Background: an optimization exercise with open tools, aiming at small area and a short achievable clock period. Do not read the settings as production practice.
Function was checked by simulation only, so behaviour that the tests miss may differ from the original.
Power is estimated from default activity; no workload was simulated.

Setup of job 101:
// jram
module jram
#(
  parameter int WIDTH = jram_pkg::JRAM_WIDTH,
  parameter int ABITS = jram_pkg::JRAM_ABITS
) (
  input  logic             wclk,
  input  logic             wrst_n,
  input  logic [WIDTH-1:0] bis,
  input  logic             wsa,
  input  logic             winc,
  input  logic             ws,
  input  logic             we,
  output logic [WIDTH-1:0] bos,
  output logic [ABITS-1:0] bmar,
  output logic             wbusy
);
For scale: about 2200 flip-flops, ~31 I/O pins, ~0.080 mm² of cells after synthesis.
clock: 5.5 ns
lec_check: 0
cap_margin: 20
core_margin: 2
core_utilization: 70
cts_cluster_diameter: 80
cts_cluster_size: 28
setup_slack_margin: 3.2
slew_margin: 35
synth_hierarchical: 1
tns_end_percent: 20
run.sh (not shown) runs the stock make flow with config.mk's settings and CLKGATE_MAP_FILE= SYNTH_SCRIPT=/design/flow/synth_recipe.tcl, a recipe that flattens the netlist after the stock synthesis.
Here is what was changed in the inputs of job 102 compared with job 101.
--- a/flow/config.mk
+++ b/flow/config.mk
@@ -15,2 +15,2 @@
 export SYNTH_HIERARCHICAL = 1
-export TNS_END_PERCENT = 20
+export TNS_END_PERCENT = 5
Notes after the runs:
Job 102 vs. job 101: peak supply drop roughly the same; leakage dissipation about even; multi-input gate count now sits at about the same level; internal power consumption held steady; largest fanout of any net on the critical path increased by 6 relative to the old numbers. Between job 102 and job 101, the power density over the cells figures differ only marginally. Between job 101 and job 102, the clock network fraction of total power does not differ in any meaningful way.


== rev 12 ==
The RTL this note starts from:
==> flow/design.v <==
package jram_pkg;
  typedef enum logic {
    SEQ_IDLE,
    SEQ_CLEAR
  } seq_e;
  localparam int JRAM_WIDTH = 8;
  localparam int JRAM_ABITS = 8;
  function automatic int jram_depth(input int abits);
    jram_depth = 1 << abits;
  endfunction
endpackage
module jmar
#(
  parameter int ABITS = jram_pkg::JRAM_ABITS
) (
  input  logic             clk_i,
  input  logic             rst_ni,
  input  logic             hold_i,
  input  logic             ld_i,
  input  logic             inc_i,
  input  logic [ABITS-1:0] d_i,
  output logic [ABITS-1:0] mar_o
);
  logic [ABITS-1:0] mar_q;
  logic [ABITS-1:0] mar_d;
  always_comb begin
    mar_d = mar_q;
    if (!hold_i) begin
      if (ld_i) begin
        mar_d = d_i;
      end else if (inc_i) begin
        mar_d = mar_q + 1'b1;
      end
    end
  end
  always_ff @(posedge clk_i) begin
    if (!rst_ni) begin
      mar_q <= '0;
    end else begin
      mar_q <= mar_d;
    end
  end
  assign mar_o = mar_q;
endmodule
module jword
#(
  parameter int WIDTH = jram_pkg::JRAM_WIDTH
) (
  input  logic             clk_i,
  input  logic             ld_i,
  input  logic             hd_i,
  input  logic [WIDTH-1:0] d_i,
  output logic [WIDTH-1:0] q_o
);
  logic [WIDTH-1:0] q;
  always_ff @(posedge clk_i) begin
    q <= (q & {WIDTH{hd_i}}) | (d_i & {WIDTH{ld_i}});
  end
  assign q_o = q;
endmodule
module jrsel8 (
  input  logic [7:0] s_i,
  input  logic [7:0] w_i,
  output logic       y_o
);
  assign y_o = |(s_i & w_i);
endmodule
module jrgrp (
  input  logic a_i,
  input  logic b_i,
  input  logic s_i,
  output logic y_no
);
  assign y_no = ~((a_i | b_i) & s_i);
endmodule
module jrhalf (
  input  logic [7:0] a_ni,
  input  logic       kill_i,
  output logic       y_o
);
  assign y_o = ~(&a_ni) & ~kill_i;
endmodule
module jnor2 (
  input  logic a_i,
  input  logic b_i,
  output logic y_o
);
  assign y_o = ~(a_i | b_i);
endmodule
module jram
#(
  parameter int WIDTH = jram_pkg::JRAM_WIDTH,
  parameter int ABITS = jram_pkg::JRAM_ABITS
) (
  input  logic             wclk,
  input  logic             wrst_n,
  input  logic [WIDTH-1:0] bis,
  input  logic             wsa,
  input  logic             winc,
  input  logic             ws,
  input  logic             we,
  output logic [WIDTH-1:0] bos,
  output logic [ABITS-1:0] bmar,
  output logic             wbusy
);
  localparam int DEPTH = jram_pkg::jram_depth(ABITS);
  logic [ABITS-1:0] mar;
  logic             busy;
  jmar #(
    .ABITS(ABITS)
  ) u_jmar (
    .clk_i (wclk),
    .rst_ni(wrst_n),
    .hold_i(busy),
    .ld_i  (wsa),
    .inc_i (winc),
    .d_i   (bis[ABITS-1:0]),
    .mar_o (mar)
  );
  logic [ABITS:0] cnt_q;
  always_ff @(posedge wclk) begin
    if (!wrst_n) begin
      cnt_q <= '0;
    end else if (!cnt_q[ABITS]) begin
      cnt_q <= cnt_q + 1'b1;
    end
  end
  assign busy = ~cnt_q[ABITS];
  logic wr_go;
  logic ld_go;
  logic inc_go;
  assign wr_go  = ws & ~busy;
  assign ld_go  = wsa & ~busy;
  assign inc_go = winc & ~busy;
  logic             rst_b;
  logic             pw_q;
  logic [ABITS-1:0] pa_q;
  logic [WIDTH-1:0] pd_q;
  logic [15:0]      wh_n;
  logic [15:0]      wl_n;
  logic [WIDTH-1:0] wdat;
  assign rst_b = ~wrst_n;
  always_ff @(posedge wclk) begin
    pw_q  <= wr_go & ~rst_b;
    pa_q  <= mar;
    pd_q  <= bis & {WIDTH{~rst_b}};
    for (int j = 0; j < 16; j++) begin
      wh_n[j] <= ~((wr_go & ~rst_b & (mar[7:4] == 4'(j))) | rst_b);
      wl_n[j] <= ~((mar[3:0] == 4'(j)) | rst_b);
    end
  end
  assign wdat = pd_q;
  logic [DEPTH*WIDTH-1:0] mem;
  logic [DEPTH-1:0]       wld;
  logic [DEPTH-1:0]       whd;
  assign whd = ~wld;
  for (genvar i = 0; i < DEPTH; i++) begin : g_w
    jnor2 u_ld (.a_i(wh_n[i/16]), .b_i(wl_n[i%16]), .y_o(wld[i]));
    jword #(
      .WIDTH(WIDTH)
    ) u_word (
      .clk_i(wclk),
      .ld_i (wld[i]),
      .hd_i (whd[i]),
      .d_i  (wdat),
      .q_o  (mem[i*WIDTH +: WIDTH])
    );
  end
  logic [ABITS-1:0] mar_nx;
  logic [ABITS-1:0] mar_nx_inc;
  logic [ABITS-1:0] mar_inc;
  logic [15:0]      il_q;
  logic             use_rd;
  always_comb begin
    if (!wrst_n) begin
      mar_nx = '0;
    end else if (ld_go) begin
      mar_nx = bis[ABITS-1:0];
    end else if (inc_go) begin
      mar_nx = mar + 1'b1;
    end else begin
      mar_nx = mar;
    end
  end
  assign mar_nx_inc = mar_nx + 1'b1;
  assign mar_inc    = mar + 1'b1;
  always_ff @(posedge wclk) begin
    for (int j = 0; j < 16; j++) begin
      il_q[j] <= (mar_nx_inc[3:0] == 4'(j));
    end
  end
  assign use_rd = ld_go | inc_go;
  logic [15:0] rl;
  logic [15:0] rh;
  always_comb begin
    for (int j = 0; j < 16; j++) begin
      rh[j] = use_rd & (wsa ? (bis[7:4] == 4'(j)) : (mar_inc[7:4] == 4'(j)));
      rl[j] = wsa ? (bis[3:0] == 4'(j)) : il_q[j];
    end
  end
  logic [DEPTH/8*WIDTH-1:0]  t8;
  logic [DEPTH/16*WIDTH-1:0] tg_n;
  for (genvar g = 0; g < DEPTH/8; g++) begin : g_t8
    for (genvar b = 0; b < WIDTH; b++) begin : g_b
      logic [7:0] w;
      for (genvar k = 0; k < 8; k++) begin : g_k
        assign w[k] = mem[(8*g+k)*WIDTH + b];
      end
      jrsel8 u_t8 (
        .s_i(rl[8*(g%2) +: 8]),
        .w_i(w),
        .y_o(t8[g*WIDTH + b])
      );
    end
  end
  for (genvar j = 0; j < DEPTH/16; j++) begin : g_tg
    for (genvar b = 0; b < WIDTH; b++) begin : g_b
      jrgrp u_tg (
        .a_i  (t8[(2*j)*WIDTH + b]),
        .b_i  (t8[(2*j+1)*WIDTH + b]),
        .s_i  (rh[j]),
        .y_no (tg_n[j*WIDTH + b])
      );
    end
  end
  logic [WIDTH-1:0] rlo_q;
  logic [WIDTH-1:0] rhi_q;
  logic [WIDTH-1:0] alt_q;
  logic [WIDTH-1:0] rlo_d;
  logic [WIDTH-1:0] rhi_d;
  logic [WIDTH-1:0] alt_d;
  logic [WIDTH-1:0] cur;
  logic             fwd;
  logic             kill;
  logic             pfwd;
  assign cur   = rlo_q | rhi_q | alt_q;
  assign fwd   = ld_go & wr_go & (bis[ABITS-1:0] == mar);
  assign pfwd  = pw_q & (ld_go ? (bis[ABITS-1:0] == pa_q) : (inc_go & (mar_inc == pa_q)));
  assign kill  = fwd | pfwd | rst_b;
  assign alt_d = rst_b  ? '0 :
                 fwd    ? bis :
                 pfwd   ? pd_q :
                 use_rd ? '0 :
                 wr_go  ? bis : cur;
  for (genvar b = 0; b < WIDTH; b++) begin : g_fin
    logic [DEPTH/32-1:0] wl;
    logic [DEPTH/32-1:0] wh;
    for (genvar j = 0; j < DEPTH/32; j++) begin : g_j
      assign wl[j] = tg_n[j*WIDTH + b];
      assign wh[j] = tg_n[(j+DEPTH/32)*WIDTH + b];
    end
    jrhalf u_lo (.a_ni(wl), .kill_i(kill), .y_o(rlo_d[b]));
    jrhalf u_hi (.a_ni(wh), .kill_i(kill), .y_o(rhi_d[b]));
  end
  always_ff @(posedge wclk) begin
    rlo_q <= rlo_d;
    rhi_q <= rhi_d;
    alt_q <= alt_d;
  end
  assign bos   = cur & {WIDTH{we & ~busy}};
  assign bmar  = mar;
  assign wbusy = busy;
endmodule
clock: 5.5 ns
lec_check: 0
cap_margin: 20
core_margin: 2
core_utilization: 60
cts_cluster_diameter: 80
cts_cluster_size: 28
setup_slack_margin: 3.6
slew_margin: 35
synth_hierarchical: 1
tns_end_percent: 5
Here is what was changed in the inputs of rev 13 compared with rev 12.
Settings: swapping 60 for 50 in CORE_UTILIZATION; swapping 3.6 for 3.2 in SETUP_SLACK_MARGIN.
[summary]
- Rev 13 has less setup slack than rev 12.
- In the flow results for rev 12 and rev 13, the reported net switching power is larger on rev 13.
- There was hardly any difference in final hold slack between rev 12 and rev 13.


// jram: RTL as listed in full above, without the edits since
Settings: LEC_CHECK=0, CAP_MARGIN=20, CORE_MARGIN=2, CORE_UTILIZATION=70, CTS_CLUSTER_DIAMETER=80, CTS_CLUSTER_SIZE=28, SETUP_SLACK_MARGIN=3.2, SLEW_MARGIN=35, SYNTH_HIERARCHICAL=1, TNS_END_PERCENT=10; clock period 5.5 ns.
Next try:
CORE_UTILIZATION = 60   (was 70)
TNS_END_PERCENT = 5   (was 10)
After rerunning:
- design area is higher by a few percent
- total power is higher by a few percent
- setup slack got worse by 0.051 ns
- die area is higher by about a fifth
- sequential share of layout area is lower by 1.2 points
Next try:
CORE_UTILIZATION = 70   (was 60)
SETUP_SLACK_MARGIN = 3.4   (was 3.2)
After rerunning:
- total power shrinks by a few percent
- synthesized area does not change
- wire length falls by a few percent
Next try:
CORE_UTILIZATION = 80   (was 70)
SETUP_SLACK_MARGIN = 3.2   (was 3.4)
What happened:
- The changed run passed the timing, design-rule and antenna checks
- sequential share of layout area came out higher by 0.43 points
- worst setup slack is about the same
- utilization came out higher by 9.8 points
- power barely changes
- register-to-register slack got worse by 0.08 ns
- die area came out lower by 12%
- area after synthesis is unchanged
- clock skew came out higher by 0.0033 ns
- critical path depth came out lower by 9

separate check: timing with driven ports:
Ports are ideal in the flow. The routed layouts listed here were re-timed in OpenROAD. Step 1 (the two cells are an assumption about what drives the block):
set clk [get_ports {wclk}]
set_driving_cell -lib_cell sky130_fd_sc_hd__clkbuf_16 $clk
set_driving_cell -lib_cell sky130_fd_sc_hd__buf_2 [delete_from_list [all_inputs] $clk]
Step 2 adds t to the input delays and takes it off the output delays; t is the mean of the earliest and latest rising clock arrival at the registers after step 1. Input paths then give back, and output paths get back, about the clock's delay inside the block. a / b / c = no drivers / after step 1 / after step 2; a / b = the first two.
run | t (ns) | setup slack, ns | latest minus earliest clock arrival (ns) | pins driven straight from the clock port
job 101 | 0.794 | 2.718 / 2.637 / 1.853 | 0.027 / 0.027 | 1
job 102 | 0.795 | 2.708 / 2.633 / 1.943 | 0.026 / 0.026 | 1
rev 12 | 0.841 | 2.661 / 2.572 / 2.008 | 0.034 / 0.034 | 1
rev 13 | 0.851 | 2.655 / 2.567 / 1.862 | 0.042 / 0.041 | 1
the first run of note 3 | 0.794 | 2.717 / 2.636 / 1.861 | 0.030 / 0.030 | 1
the second run of note 3 | 0.839 | 2.667 / 2.578 / 1.961 | 0.035 / 0.035 | 1
the third run of note 3 | 0.800 | 2.700 / 2.584 / 1.785 | 0.025 / 0.025 | 1
the fourth run of note 3 | 0.804 | 2.702 / 2.621 / 1.891 | 0.033 / 0.032 | 1
After both steps setup and hold are still met in every run listed. The setup slack of the third run of note 3, which loses most, moves by -0.116 ns with the drivers and by -0.915 ns with both steps.
